This is an optimization exercise on Yosys and OpenROAD, whose aim is small area, a short achievable clock period and few clock cycles, not a production implementation.
Function not checked in this run: the RTL went through the layout flow alone.

<file path="design.v">
module muldiv_unit #(
  parameter int WIDTH      = 32,
  parameter int MUL_CYCLES = 5
) (
  input  logic             clk,
  input  logic             reset,
  input  logic [WIDTH-1:0] A,
  input  logic [WIDTH-1:0] B,
  input  logic [3:0]       MULOp,
  input  logic             start,
  output logic             busy,
  output logic [WIDTH-1:0] HI,
  output logic [WIDTH-1:0] LO
);
  localparam logic [3:0] OP_MULT  = 4'd1;
  localparam logic [3:0] OP_MULTU = 4'd2;
  localparam logic [3:0] OP_DIV   = 4'd3;
  localparam logic [3:0] OP_DIVU  = 4'd4;
  localparam logic [3:0] OP_MTHI  = 4'd5;
  localparam logic [3:0] OP_MTLO  = 4'd6;
  localparam logic [3:0] OP_MADD  = 4'd7;
  localparam logic [3:0] OP_MADDU = 4'd8;
  localparam logic [3:0] OP_MSUB  = 4'd9;
  localparam logic [3:0] OP_MSUBU = 4'd10;
  localparam int SW = 41;       
  logic        busy_q;
  logic        f_mul, f_fin, f_prep, f_norm, f_div, f_corr, f_negr, f_negq;
  logic [4:0]  cnt_q;
  logic        sg_q;      
  logic        uns_q;     
  logic        acc_q;     
  logic        sub_q;     
  logic        an_q;      
  logic [3:0]  bs1_q, bs2_q, bng_q;   
  logic        e_hi_q, e_x_q, e_neg_q;  
  logic [31:0] hi_q, lo_q;
  logic [31:0] m_q;       
  logic [31:0] x_q;       
  logic [32:0] p_q;       
  logic is_mul, is_div, op_sg, op_acc, op_sub, op_uns;
  always_comb begin
    is_mul = (MULOp == OP_MULT) || (MULOp == OP_MULTU);
    is_mul = is_mul || (MULOp == OP_MADD) || (MULOp == OP_MADDU) ||
             (MULOp == OP_MSUB) || (MULOp == OP_MSUBU);
    op_acc = (MULOp == OP_MADD) || (MULOp == OP_MADDU) ||
             (MULOp == OP_MSUB) || (MULOp == OP_MSUBU);
    op_sub = (MULOp == OP_MSUB) || (MULOp == OP_MSUBU);
    is_div = (MULOp == OP_DIV) || (MULOp == OP_DIVU);
    op_sg  = (MULOp == OP_MULT) || (MULOp == OP_DIV) ||
             (MULOp == OP_MADD) || (MULOp == OP_MSUB);
    op_uns = (MULOp == OP_MULTU) || (MULOp == OP_MADDU) || (MULOp == OP_MSUBU);
  end
  function automatic logic [11:0] booth4(input logic [8:0] w, input logic neg_all);
    logic [3:0] s1, s2, ng;
    for (int j = 0; j < 4; j++) begin
      s1[j] = w[2*j] ^ w[2*j+1];
      s2[j] = (w[2*j+2] & ~w[2*j+1] & ~w[2*j]) | (~w[2*j+2] & w[2*j+1] & w[2*j]);
      ng[j] = (w[2*j+2] & ~(w[2*j+1] & w[2*j])) ^ (neg_all & (s1[j] | s2[j]));
    end
    booth4 = {ng, s2, s1};
  endfunction
  logic        msgn;            
  logic        bn;              
  logic        mnz;             
  assign msgn = sg_q & m_q[31];
  assign bn   = msgn;
  assign mnz  = |m_q;
  logic [SW-1:0] op_a, op_e, op_x, mext, sum;
  logic [SW-1:0] op_b [4];
  assign mext = {{(SW-32){msgn}}, m_q};
  always_comb begin
    op_e = '0;
    for (int j = 0; j < 4; j++) begin
      op_b[j] = ((({SW{bs1_q[j]}} & mext) | ({SW{bs2_q[j]}} & {mext[SW-2:0], 1'b0}))
                 ^ {SW{bng_q[j]}}) << (2*j);
      op_e[2*j] = bng_q[j];
    end
    op_x = ({SW{e_hi_q}} & {{(SW-32){1'b0}}, hi_q}) | ({SW{e_x_q}} & {{(SW-32){1'b0}}, x_q});
    op_x = op_x ^ {SW{e_neg_q}};
    op_e[0] = op_e[0] | e_neg_q;
    op_a = '0;
    if (f_mul | f_fin | f_corr) op_a = {{(SW-33){p_q[32]}}, p_q};
    else if (f_div)             op_a = {{(SW-34){p_q[32]}}, p_q, x_q[31]};
    op_b[1] = op_b[1] | op_x;   
    sum = op_a + op_b[0] + op_b[1] + op_b[2] + op_b[3] + op_e;
  end
  logic [31:0] mb;
  logic [5:0]  clz_x;
  logic [4:0]  msb_m;          
  logic [31:0] b_mb;
  logic [4:0]  b_msb;
  always_comb begin
    b_mb  = B ^ {32{op_sg & B[31]}};
    b_msb = 5'd0;
    for (int j = 0; j < 32; j++) if (b_mb[j]) b_msb = 5'(j);
  end
  logic [6:0]  kk;
  logic [4:0]  k;
  logic        zq;             
  logic [31:0] rot, lowm;
  assign mb = m_q ^ {32{bn}};
  function automatic logic [5:0] clz32(input logic [31:0] v);
    logic [2:0] c4 [8];
    logic [7:0] nz;
    logic [5:0] r;
    for (int g = 0; g < 8; g++) begin
      logic [3:0] n;
      n = v[4*g +: 4];
      nz[g] = |n;
      c4[g] = n[3] ? 3'd0 : n[2] ? 3'd1 : n[1] ? 3'd2 : n[0] ? 3'd3 : 3'd4;
    end
    r = 6'd32;
    for (int g = 0; g < 8; g++) if (nz[g]) r = 6'(4 * (7 - g)) + {3'd0, c4[g]};
    clz32 = r;
  endfunction
  always_comb begin
    clz_x = clz32(x_q);
    kk  = {1'b0, clz_x} + {2'b00, msb_m};
    zq  = mnz & (kk >= 7'd32);
    k   = mnz ? kk[4:0] : 5'd0;
    rot = x_q;
    if (k[0]) rot = {rot[30:0], rot[31]};
    if (k[1]) rot = {rot[29:0], rot[31:30]};
    if (k[2]) rot = {rot[27:0], rot[31:28]};
    if (k[3]) rot = {rot[23:0], rot[31:24]};
    if (k[4]) rot = {rot[15:0], rot[31:16]};
    for (int j = 0; j < 32; j++) lowm[j] = (5'(j) < k);
  end
  logic        sgn;            
  logic [32:0] p_next;
  logic [31:0] x_next;
  assign sgn = sum[SW-1];
  always_comb begin
    p_next = p_q;
    x_next = x_q;
    if (f_mul) begin
      p_next = sum[40:8];
      x_next = {sum[7:0], x_q[31:8]};
    end
    if (f_fin | f_corr | f_negr | f_div) p_next = sum[32:0];
    if (f_prep | f_negq) x_next = sum[31:0];
    if (f_div)  x_next = {x_q[30:0], ~sgn};
    if (f_norm) begin
      p_next = {1'b0, rot & lowm};
      x_next = rot & ~lowm;
    end
  end
  logic [31:0] hi_d, lo_d;
  assign hi_d = f_mul ? sum[39:8] : sum[31:0];
  assign lo_d = f_mul ? {sum[7:0], x_q[31:8]} : f_div ? {x_q[30:0], ~sgn} : sum[31:0];
  logic qn;
  assign qn = (an_q ^ bn) & mnz;
  logic mul_last, div_last, fin_need;
  assign mul_last = (cnt_q[1:0] == 2'd0);
  assign div_last = (cnt_q == 5'd0);
  assign fin_need = acc_q | (uns_q & x_q[7]);
  logic done, hi_we, lo_we, lo_zero;
  logic n_mul, n_fin, n_norm, n_div, n_corr, n_negr, n_negq;
  always_comb begin
    done    = 1'b0;
    hi_we   = 1'b0;
    lo_we   = 1'b0;
    lo_zero = 1'b0;
    n_mul = 1'b0; n_fin = 1'b0; n_norm = 1'b0; n_div = 1'b0;
    n_corr = 1'b0; n_negr = 1'b0; n_negq = 1'b0;
    if (f_mul) begin
      lo_we = 1'b1;
      if (!mul_last)     n_mul = 1'b1;
      else if (fin_need) n_fin = 1'b1;
      else begin hi_we = 1'b1; done = 1'b1; end
    end
    if (f_fin) begin hi_we = 1'b1; done = 1'b1; end
    if (f_prep) n_norm = 1'b1;
    if (f_norm) begin
      if (zq) begin lo_zero = 1'b1; done = 1'b1; end
      else n_div = 1'b1;
    end
    if (f_div | f_corr) begin
      hi_we = 1'b1;
      lo_we = f_div;
      if (f_div && !div_last) n_div  = 1'b1;
      else if (f_div && sgn)  n_corr = 1'b1;
      else if (an_q)          n_negr = 1'b1;
      else if (qn)            n_negq = 1'b1;
      else                    done   = 1'b1;
    end
    if (f_negr) begin
      hi_we = 1'b1;
      if (qn) n_negq = 1'b1;
      else    done = 1'b1;
    end
    if (f_negq) begin lo_we = 1'b1; done = 1'b1; end
  end
  always_ff @(posedge clk) begin
    if (!busy_q) begin
      m_q <= B;
      x_q <= A;
      p_q <= op_acc ? {1'b0, lo_q} : 33'd0;
    end else begin
      p_q <= p_next;
      x_q <= x_next;
    end
  end
  always_ff @(posedge clk) begin
    if (reset) begin
      busy_q <= 1'b0;
      hi_q   <= '0;
      lo_q   <= '0;
    end else if (!busy_q) begin
      if (start) begin
        if (MULOp == OP_MTHI || is_div) hi_q <= A;
        if (MULOp == OP_MTLO)           lo_q <= A;
        busy_q <= is_mul | is_div;
      end
    end else begin
      if (hi_we)   hi_q <= hi_d;
      if (lo_we)   lo_q <= lo_d;
      if (lo_zero) lo_q <= '0;
      if (done)    busy_q <= 1'b0;
    end
  end
  always_ff @(posedge clk) begin
    if (!busy_q) begin
      sg_q   <= op_sg;
      uns_q  <= op_uns;
      acc_q  <= op_acc;
      sub_q  <= op_sub;
      an_q   <= op_sg & A[31];
      f_mul  <= ~is_div;
      f_fin  <= 1'b0;
      f_prep <= is_div & op_sg & A[31];
      f_norm <= is_div & ~(op_sg & A[31]);
      f_div  <= 1'b0;
      f_corr <= 1'b0;
      f_negr <= 1'b0;
      f_negq <= 1'b0;
      cnt_q  <= 5'd3;
      {bng_q, bs2_q, bs1_q} <= is_div ? 12'd0 : booth4({A[7:0], 1'b0}, op_sub);
      msb_m   <= b_msb;
      e_hi_q  <= is_div & op_sg & A[31];
      e_x_q   <= 1'b0;
      e_neg_q <= is_div & op_sg & A[31];
    end else begin
      f_mul  <= n_mul;
      f_fin  <= n_fin;
      f_prep <= 1'b0;
      f_norm <= n_norm;
      f_div  <= n_div;
      f_corr <= n_corr;
      f_negr <= n_negr;
      f_negq <= n_negq;
      if (f_mul | f_div) cnt_q <= cnt_q - 5'd1;
      if (f_norm)        cnt_q <= 5'd31 - k;
      {bng_q, bs2_q, bs1_q} <= '0;
      if (n_mul) {bng_q, bs2_q, bs1_q} <= booth4(x_q[15:7], sub_q);
      if (n_fin) begin
        bs1_q[0] <= uns_q & x_q[7];
        bng_q[0] <= uns_q & x_q[7] & sub_q;
      end
      if (n_div) begin
        bs1_q[0] <= 1'b1;
        bng_q[0] <= f_div ? ~(bn ^ sgn) : ~bn;
      end
      if (n_corr) begin
        bs1_q[0] <= 1'b1;
        bng_q[0] <= bn;
      end
      e_hi_q  <= n_negr | (n_fin & acc_q);
      e_x_q   <= n_negq;
      e_neg_q <= n_negr | n_negq;
    end
  end
  assign busy = busy_q;
  assign HI   = hi_q;
  assign LO   = lo_q;
endmodule
</file>
<file path="run.sh">
#!/bin/bash
# synth_recipe.tcl (not shown) runs the flow's synth.tcl, then flattens the netlist and writes it again
# the make line also repeats each setting of config.mk as NAME=value (left out here)
make -C /OpenROAD-flow-scripts/flow DESIGN_CONFIG=/design/flow/config.mk WORK_HOME=/design/flow/orfs CLKGATE_MAP_FILE= SYNTH_SCRIPT=/design/flow/synth_recipe.tcl finish
</file>
<file path="config.mk">
export PLATFORM = sky130hd
export DESIGN_NAME = muldiv_unit
export DESIGN_NICKNAME = muldiv_unit
export VERILOG_FILES = /design/flow/design.v
export SDC_FILE = /design/flow/constraint.sdc
export NUM_CORES = 4
export LEC_CHECK = 0
export CAP_MARGIN = 20
export CORE_MARGIN = 2
export CORE_UTILIZATION = 40
export SLEW_MARGIN = 20
</file>
<file path="constraint.sdc">
create_clock -name core_clock -period 13.5 [get_ports {clk}]
set_input_delay 2.7000 -clock core_clock [delete_from_list [all_inputs] [get_ports {clk}]]
set_output_delay 2.7000 -clock core_clock [all_outputs]
set_load 0.01 [all_outputs]
</file>
==> results.txt <==
-- kinds of logic (layout without fill, tap and decap cells) --
family,count (synthesis),count (layout),share of synthesized area [%]
AOI/OAI and AO/OA,885,885,25.1
xor gates and xnor gates,218,218,8.45
adders and majority gates,203,203,14.8
DFF,199,199,22.3
and+or+nand+nor,888,888,17.6
muxes,97,97,4.33
other,0,2,0
buffers and inverters,430,386,7.33
-- final cells by class --
| class | count | area, sq um | share of cell area, % |
|---|---|---|---|
| Inverter | 152 | 572 | 2.28 |
| Sequential cell | 199 | 5070 | 20.2 |
| Clock inverter | 15 | 156 | 0.624 |
| Clock buffer | 17 | 425 | 1.70 |
| Multi-Input combinational cell | 2291 | 16000 | 64.0 |
| Timing Repair Buffer | 202 | 1850 | 7.38 |
| Antenna cell | 2 | 5.00 | 0.0200 |
| Tap cell | 756 | 946 | 3.77 |
-- flip-flops by register name, indices dropped and copies added (netlist names), 4 cells and up --
signal  cells
x_q        32
msb_m       5
hi_q       32
m_q        32
bs2_q       4
cnt_q       5
lo_q       32
bng_q       4
bs1_q       4
p_q        33
-- metrics by stage --
stage                     utilization (%)
final                                44.6
after global routing                 44.6
after CTS                            44.6
after detailed placement             43.5
after global placement               43.5
after floorplan                         -
-- routing by layer --
metal  share of wire, %  global-route usage (%)  vias up  routed length (microns)
met5             0.0077                       0        -                        8
met4                6.2                    19.0        2                     6430
met3                 10                    7.12      324                    10500
met2                 44                    53.3     1467                    45900
met1                 40                    45.9    11300                    41500
li1                   -                       -    10200                        -
-- how the worst max path moves through the flow --
stage / startpoint / to
5_1_grt: f_mul / e_hi_q
2_1_floorplan: f_div / p_q[26]
3_3_place_gp: f_negq / p_q[21]
3_5_place_dp: f_negq / p_q[21]
4_1_cts: f_negq / p_q[21]
6_report: f_negq / e_hi_q
-- worst reg2reg max path, stage by stage, from the launching register on --
cell and delay, ps:
dfxtp_1 560, buf_4 410, a22oi_1 180, xnor2_1 190, nor2_1 80, fa_1 510, fa_1 490, inv_1 50
fa_1 440, ha_1 360, a21oi_1 190, nor2b_1 60, o21ai_0 190, nand2b_1 120, a21o_1 200, a21oi_2 240
o311ai_0 180, a221o_1 360, a21oi_1 220, a31oi_1 130, xnor2_1 730, o22ai_1 310, and3_1 280, nand2b_1 130
-- cells in the final DEF (no fill, tap or decap), types with 36 or more instances in the layout --
cell type	netlist	final
nor2_1	291	285
nand2_1	284	284
a21oi_1	243	243
o21ai_0	167	167
a22oi_1	165	165
xnor2_1	162	160
inv_1	150	150
clkdlybuf4s50_1	0	134
fa_1	110	110
edfxtp_1	107	107
ha_1	93	93
mux2i_1	89	89
dfxtp_1	92	83
buf_4	5	67
nor3_1	66	64
nand3_1	59	59
xor2_1	55	55
and3_1	47	47
a211oi_1	42	42
o211ai_1	36	36
==> flow_summary.yaml <==
sta:
  holdWs_ps: 508
  rsz0062_at_grt: "false"
  fin_skew_ps: 21.0
  report.final.slew_viol_count: 0
  fmax_mhz: 149
  relSlewSlack_pct: 20.5
  fin_crit_sh_pct: 49.6
  worst_slew_pin_slew_ps: 1190
  hold_viol: 0
  layout_min_cycle_time_ps: 6690
  setup_slack_ps: 6810
  finalSetupViolations: 0
  setup_tns_ps: 0
min_path:
  hold_class: "register to register"
  hold_path_end: "f_norm"
  hp-start: "f_prep"
  min_path_cells: 2
finish:
  nets: 3137
  fin_cells: 3634
  syn_to_final_growth_pct: 10.5
  nFillCells: 5706
  design_area_sq_um: 25100
  drive_gt1_share_pct: 5.77
grt:
  overflow: 0
  grt_pass1_wl_microns: 151000
  antenna_found_initial: 3
  grt_start_max_net_pins: 86
  gr-usage-all-layers_pct: 34.8
  grt_pass1_vias: 22200
synth:
  synth_top_area_share_pct: 14.2
  syn_area_per_cell_sq_um: 7.77
  synth.most_common_cell: "nor2_1"
  synth_commonest_cells: "291 x nor2_1, 284 x nand2_1, 243 x a21oi_1, 213 x clkbuf_1, 167 x o21ai_0"
  ys_warn_count: 3
  synthTopCellsByArea: "edfxtp_1 14%, fa_1 9.7%, dfxtp_1 8.1%"
  synth_edf_count: 107
  ys_ff_latch: 199
  ys_seq_area_share_pct: 22.3
  syn_area_sq_um: 22700
  syn_inst: 2920
  syn_nets: 3194
  yosysUniqueCellTypes: 85
  synth_flop_cell: "edfxtp_1"
  yosysTopAreaCell: "edfxtp_1"
  synthArstFlopShare_pct: 0
cts:
  cts_resized: 0
  cts_root_buffer: "clkbuf_16"
  clock_latency_ps: 520
  cts_buffer_depth: 2
  cts_made_buffers: 17
  h-tree-depth: 4
  cts_setup_buffers: 0
  postCtsHoldBufs: 0
  cts_tree: "yes"
  cts.sinks: 199
  clkSlewWorstSetupHoldPaths_ps: 90
place:
  placed_area_sq_um: 24500
  hpwl_microns: 78300
  gp_congestion: 1.03
  dp_slack_ps: 6990
  dp.cells: 3600
  port_buffers: 135
setup_path:
  crit_path_end_kind: "register"
  worstPathArrival_ps: 7110
  required_ps: 13920
  ff2ff_path_depth: 23
  reg2reg_to: "e_hi_q"
  critical_path.top_delay_family: "compound AO/OA/AOI/OAI gates"
  cpPeakStageDelay_ps: 730
  path_class: "register to register"
  path_buf_inv: 2
  path_max_fanout: 26
  path_cells: "buf_4 -> a22oi_1 -> xnor2_1 -> nor2_1 -> fa_1 -> fa_1 -> inv_1 -> fa_1 -> ha_1 -> a21oi_1 -> nor2b_1 -> o21ai_0 -> nand2b_1 -> a21o_1 -> a21oi_2 -> o311ai_0 -> a221o_1 -> a21oi_1 -> a31oi_1 -> xnor2_1 -> o22ai_1 -> and3_1 -> nand2b_1"
  reg2reg_from: "f_negq"
  cp_slowest_cell: "xnor2_1"
  startpoint_type: "register"
  reg2reg_slack_ps: 6810
  cp_common_cell: "fa_1"
  cp.depth: 23
die:
  die_height_microns: 242
  core_region_area_sq_um: 56200
  fp.dieArea_sq_um: 58600
  die_w_microns: 242
  start_util_pct: 40.4
  rows: 87
  ios: 136
job:
  max-cap-violations: 0
drt:
  detail-route-antenna-nets: 0
  drtIter0Drc: 3329
  wl_per_cell_microns: 28.7
  drc_errors: 0
  drt_wl_total_microns: 104000
  drt_first_pass_iters: 8
  vias_per_cell: 6.40
  via_count: 23300
run_status:
  status: "complete, no violations"

## static timing again, ports no longer ideal
How much do the figures lean on ideal ports? The routed layout below was timed once more, with nothing changed but the port constraints.
Step 1 (the two cells are an assumption about what drives the block):
set clk [get_ports {clk}]
set_driving_cell -lib_cell sky130_fd_sc_hd__clkbuf_16 $clk
set_driving_cell -lib_cell sky130_fd_sc_hd__buf_2 [delete_from_list [all_inputs] $clk]
Step 2 also shifts input and output timing later by t, the mid clock arrival at the registers, as if the neighbouring blocks saw the same clock.
Slacks: ideal ports / drivers / drivers and shift; pairs: ideal ports / drivers.
t, ns: 0.568
setup slack, ns: 6.805 / 6.805 / 6.805
worst setup path after step 2: register to register
pins driven straight from the clock port: 1
After both steps this run still meets setup and hold. The setup slack of this run moves by 0.000 ns with the drivers and by 0.000 ns with both steps.
